What follows belongs to an exercise in optimizing a design on an open flow for small area; a production flow would make more cautious choices.
Function was checked by simulation only, so behaviour that the tests miss may differ from the original.
Power is estimated from default activity; no workload was simulated.

## pe_dot_accum_4xpack
module pe_dot_accum_4xpack #(
    parameter int DOT_SIZE          = 8,
    parameter int MULT_OUTPUT_WIDTH = 9,
    parameter int MULT_LATENCY      = 3,
    parameter int ACCUM_WIDTH       = 12
) (
    input  logic                                                   clock,
    input  logic                                                   reset,
    input  logic                                                   i_valid,
    input  logic                                                   i_first,
    input  logic                                                   i_last,
    input  logic [1:0][1:0][DOT_SIZE-1:0][MULT_OUTPUT_WIDTH-1:0] i_mult_output,
    input  logic                                                   i_ready,
    output logic                                                   o_valid,
    output logic [1:0][1:0][ACCUM_WIDTH-1:0]                       o_result,
    output logic                                                   o_overflow
);
    logic [3:0] r_v, r_f, r_l;
    logic       r_ld, r_empty;
    always_ff @(posedge clock) begin
        r_f <= {r_f[2:0], i_first};
        r_l <= {r_l[2:0], i_last};
        if (reset) begin
            r_v  <= '0;
            r_ld <= 1'b0;
        end else begin
            r_v  <= {r_v[2:0], i_valid};
            r_ld <= r_v[3] & r_l[3];
        end
    end
    always_ff @(posedge clock) begin
        if (reset)
            r_empty <= 1'b1;
        else if (r_v[3])
  ...
For scale: about 190 flip-flops, roughly 340 I/O pins, roughly 16000 µm² of cells after synthesis.
==> flow/config.mk <==
export PLATFORM = sky130hd
export DESIGN_NAME = pe_dot_accum_4xpack
export DESIGN_NICKNAME = pe_dot_accum_4xpack
export VERILOG_FILES = /design/flow/design.v
export SDC_FILE = /design/flow/constraint.sdc
export NUM_CORES = 4
export LEC_CHECK = 0
export CAP_MARGIN = 20
export CORE_MARGIN = 2
export CORE_UTILIZATION = 40
export SLEW_MARGIN = 20
export SYNTH_HIERARCHICAL = 1
export SYNTH_MINIMUM_KEEP_SIZE = 0
==> flow/constraint.sdc <==
create_clock -name core_clock -period 4.5 [get_ports {clock}]
set_input_delay 0.9000 -clock core_clock [delete_from_list [all_inputs] [get_ports {clock}]]
set_output_delay 0.9000 -clock core_clock [all_outputs]
set_load 0.01 [all_outputs]
standard.sh (not shown) runs the stock make flow with config.mk's settings and CLKGATE_MAP_FILE= SYNTH_SCRIPT=/design/flow/synth_recipe.tcl, a recipe that flattens the netlist after the stock synthesis.
==> flow/flow/run.sh <==
#!/bin/bash
# Standard layout, with the smallest buffer as the port buffer and a leaner clock tree.
set -euo pipefail
bash standard.sh BUFFER_PORTS_ARGS="-buffer_cell sky130_fd_sc_hd__buf_1" \
  CTS_ARGS="-sink_clustering_enable -repair_clock_nets -root_buf sky130_fd_sc_hd__clkbuf_16 -sink_clustering_buffer sky130_fd_sc_hd__clkbuf_8 -buf_list sky130_fd_sc_hd__clkbuf_8 -dont_use_dummy_load" \
  RECOVER_POWER=100 finish > standard_flow.log 2>&1
The baseline finished but failed the layout checks on capacitance limit, slew limit.
==> next run, changes <==
==> flow/flow/run.sh (replaced) <==
#!/bin/bash
# Standard layout with our own port buffers (flow/pre_gpl.tcl) and a leaner clock tree.
set -euo pipefail
bash standard.sh DONT_BUFFER_PORTS=1 \
  PRE_GLOBAL_PLACE_TCL="$PWD/flow/pre_gpl.tcl" POST_GLOBAL_PLACE_TCL="$PWD/flow/post_gpl.tcl" \
  CTS_ARGS="-sink_clustering_enable -repair_clock_nets -root_buf sky130_fd_sc_hd__clkbuf_16 -sink_clustering_buffer sky130_fd_sc_hd__clkbuf_8 -buf_list sky130_fd_sc_hd__clkbuf_8 -dont_use_dummy_load" \
  finish > standard_flow.log 2>&1
==> flow/flow/post_gpl.tcl (new file) <==
unset_dont_touch [get_cells {input* output*}]
==> flow/flow/pre_gpl.tcl (new file) <==
# Port buffers before global placement: the smallest buffer, or a stronger one on inputs
# that fan out widely. They are marked dont_touch so that the timing-driven placement's
# remove_buffers keeps them, and released again after global placement (post_gpl.tcl).
remove_buffers
buffer_ports -inputs -outputs -buffer_cell sky130_fd_sc_hd__buf_1
foreach inst [get_cells input*] {
  set out [get_pins -of_objects $inst -filter "direction == output"]
  set loads [get_pins -of_objects [get_nets -of_objects $out] -filter "direction == input"]
  if {[llength $loads] >= 6} {
    replace_cell $inst sky130_fd_sc_hd__buf_4
  }
}
set_dont_touch [get_cells {input* output*}]
Outcome: The new run completed without violations. Power is lower by about 0.6%. Worst setup slack improves by 0.28 ns. Clock skew rose by 0.0037 ns. Cell count drops by 2.4%. Wire length goes down by about 0.7%. Worst hold slack loses 0.011 ns. Utilization drops by 0.70 points. Global-route usage shrinks by 0.28 points. Area after synthesis stays the same. Via count is lower by 1.9%. Die area stays the same.
==> next run, changes <==
==> flow/flow/run.sh (replaced) <==
#!/bin/bash
# Standard layout, with the smallest buffer as the port buffer.
set -euo pipefail
bash standard.sh BUFFER_PORTS_ARGS="-buffer_cell sky130_fd_sc_hd__buf_1" finish > standard_flow.log 2>&1
GPL_TIMING_DRIVEN = 0   (was default)
removed: flow/flow/post_gpl.tcl
removed: flow/flow/pre_gpl.tcl
Effect: Utilization came out higher by 3.9 points; sequential power barely changes; final cell count climbs by 9.5%; cell area rose by 9.1%; wire length grows by 5.5%; die area does not change; power increases by 43%; non-clock buffer count rises by 167; combinational power came out higher by 60%.


run A:
pe_dot_accum_4xpack again, from the RTL that the note above started with.
export LEC_CHECK = 0
export CAP_MARGIN = 0
export CORE_MARGIN = 2
export CORE_UTILIZATION = 40
export SLEW_MARGIN = 0
export SYNTH_HIERARCHICAL = 1
export SYNTH_MINIMUM_KEEP_SIZE = 0
create_clock -name core_clock -period 4.5 [get_ports {clock}]
==> flow/flow/run.sh <==
#!/bin/bash
# Standard layout, with the smallest buffer as the port buffer and a leaner clock tree.
set -euo pipefail
bash standard.sh BUFFER_PORTS_ARGS="-buffer_cell sky130_fd_sc_hd__buf_1" \
  CTS_ARGS="-sink_clustering_enable -repair_clock_nets -root_buf sky130_fd_sc_hd__clkbuf_16 -sink_clustering_buffer sky130_fd_sc_hd__clkbuf_8 -buf_list sky130_fd_sc_hd__clkbuf_8 -dont_use_dummy_load" \
  finish > standard_flow.log 2>&1
Input-level comparison between run B and run A:
- changing CAP_MARGIN from 0 to 20
- changing SLEW_MARGIN from 0 to 20
- setting PLACE_DENSITY to 0.8 for the first time
==> flow/flow/run.sh <==
#!/bin/bash
# Standard layout with our own port buffers (flow/pre_gpl.tcl) and a leaner clock tree.
set -euo pipefail
bash standard.sh DONT_BUFFER_PORTS=1 \
  PRE_GLOBAL_PLACE_TCL="$PWD/flow/pre_gpl.tcl" POST_GLOBAL_PLACE_TCL="$PWD/flow/post_gpl.tcl" \
  CTS_ARGS="-sink_clustering_enable -repair_clock_nets -root_buf sky130_fd_sc_hd__clkbuf_16 -sink_clustering_buffer sky130_fd_sc_hd__clkbuf_8 -buf_list sky130_fd_sc_hd__clkbuf_8 -dont_use_dummy_load" \
  finish > standard_flow.log 2>&1
==> flow/flow/post_gpl.tcl (new file) <==
unset_dont_touch [get_cells {input* output*}]
==> flow/flow/pre_gpl.tcl (new file) <==
# Port buffers before global placement: the smallest buffer, or a stronger one on inputs
# that fan out widely. They are marked dont_touch so that the timing-driven placement's
# remove_buffers keeps them, and released again after global placement (post_gpl.tcl).
remove_buffers
buffer_ports -inputs -outputs -buffer_cell sky130_fd_sc_hd__buf_1
foreach inst [get_cells input*] {
  set out [get_pins -of_objects $inst -filter "direction == output"]
  set loads [get_pins -of_objects [get_nets -of_objects $out] -filter "direction == input"]
  if {[llength $loads] >= 6} {
    replace_cell $inst sky130_fd_sc_hd__buf_4
  }
}
set_dont_touch [get_cells {input* output*}]
### Flow results
- On total vias in the final route, run B and run A are neck and neck.
- Pin slew with the least headroom to its limit: run B vs run A down 0.10 ns
- Number of detailed-routing iterations run before antenna repair is lower on run B
- Run A → run B: non-clock buffering overhead in the final layout -1.7 points, ratio of final minimum period to clock period saw a decrease, aggregate global-route resource usage essentially unchanged, maximum clock frequency went up, met1 demand-to-capacity share in global routing -0.94 points.
Relative to run B, the following input files were edited for run C:
- a deleted PLACE_DENSITY that had been 0.8
==> flow/flow/run.sh <==
#!/bin/bash
# Standard layout, with the smallest buffer as the port buffer and a leaner clock tree.
set -euo pipefail
bash standard.sh BUFFER_PORTS_ARGS="-buffer_cell sky130_fd_sc_hd__buf_1" \
  CTS_ARGS="-sink_clustering_enable -repair_clock_nets -root_buf sky130_fd_sc_hd__clkbuf_16 -sink_clustering_buffer sky130_fd_sc_hd__clkbuf_8 -buf_list sky130_fd_sc_hd__clkbuf_8 -dont_use_dummy_load" \
  finish > standard_flow.log 2>&1
removed: flow/flow/post_gpl.tcl
removed: flow/flow/pre_gpl.tcl
Non-clock buffer share of cell area (run C over run B): increase, 1.8 points. Compared with run B, run C shows a post-DP HPWL that is 250 µm lower. After detailed routing, run B needs more wire than run C. Run C — fraction of area in registers 0.53 points lower, run B as reference. Met2 layer wire length in the routed design: run B and run C compared, lower one is run C.
Input-level comparison between run D and run C:
==> flow/flow/run.sh <==
#!/bin/bash
# Standard layout, with our own port buffers (see pre_gpl.tcl) and a leaner clock tree.
set -euo pipefail
bash standard.sh DONT_BUFFER_PORTS=1 PRE_GLOBAL_PLACE_TCL="$PWD/flow/pre_gpl.tcl" \
  CTS_ARGS="-sink_clustering_enable -repair_clock_nets -root_buf sky130_fd_sc_hd__clkbuf_16 -sink_clustering_buffer sky130_fd_sc_hd__clkbuf_8 -buf_list sky130_fd_sc_hd__clkbuf_8 -dont_use_dummy_load" \
  finish > standard_flow.log 2>&1
==> flow/flow/pre_gpl.tcl (new file) <==
# Port buffers: the smallest buffer, or a stronger one on inputs that fan out widely.
buffer_ports -inputs -outputs -buffer_cell sky130_fd_sc_hd__buf_1
foreach inst [get_cells input*] {
  set out [get_pins -of_objects $inst -filter "direction == output"]
  set loads [get_pins -of_objects [get_nets -of_objects $out] -filter "direction == input"]
  if {[llength $loads] >= 6} {
    replace_cell $inst sky130_fd_sc_hd__buf_4
  }
}
Results
- Run D completed end to end with timing, DRC and antenna clean.
- Setup slack in run D is larger than in run C.
- Between run D and run C, it is run D whose combinational fraction of design power is lower, by 1.1 points.
- Of the two values seen for capturing instance or port of the critical path, r_acc[47]$_DFFE_PP_ was produced by run D and g_lane[1].r_d[9]$_DFF_P_ by run C.
- For the post-route standard cell area excluding fillers, run D came in 0.0017 mm² lower than run C did.

[afterwards: timing with drivers on the ports]
How much do the figures lean on ideal ports? The routed layouts below were timed once more, with nothing changed but the port constraints. Step 1 assumes that a clkbuf_16 drives the clock port and a buf_2 every other input. Step 2, shift: input delay + t, output delay - t, t = (earliest + latest rising clock arrival at the registers) / 2. This alone moves slack from input paths to output paths. Three values: ideal ports, drivers, drivers and shift; two values: the first two.
run	t (ns)	setup WS [ns]	worst register clock-pin slew, ns
the first run of note 1	0.428	0.265 / 0.283 / -0.145	0.10 / 0.10
the second run of note 1	0.431	0.546 / 0.573 / 0.142	0.10 / 0.10
the third run of note 1	0.474	0.326 / 0.341 / -0.132	0.08 / 0.08
run A	0.427	0.311 / 0.331 / -0.096	0.09 / 0.09
run B	0.427	0.547 / 0.568 / 0.141	0.09 / 0.09
run C	0.428	0.311 / 0.332 / -0.096	0.09 / 0.09
run D	0.428	0.723 / 0.537 / 0.109	0.11 / 0.11
For run D, which loses most, drivers alone change the setup slack by -0.186 ns; drivers and shift together by -0.614 ns.
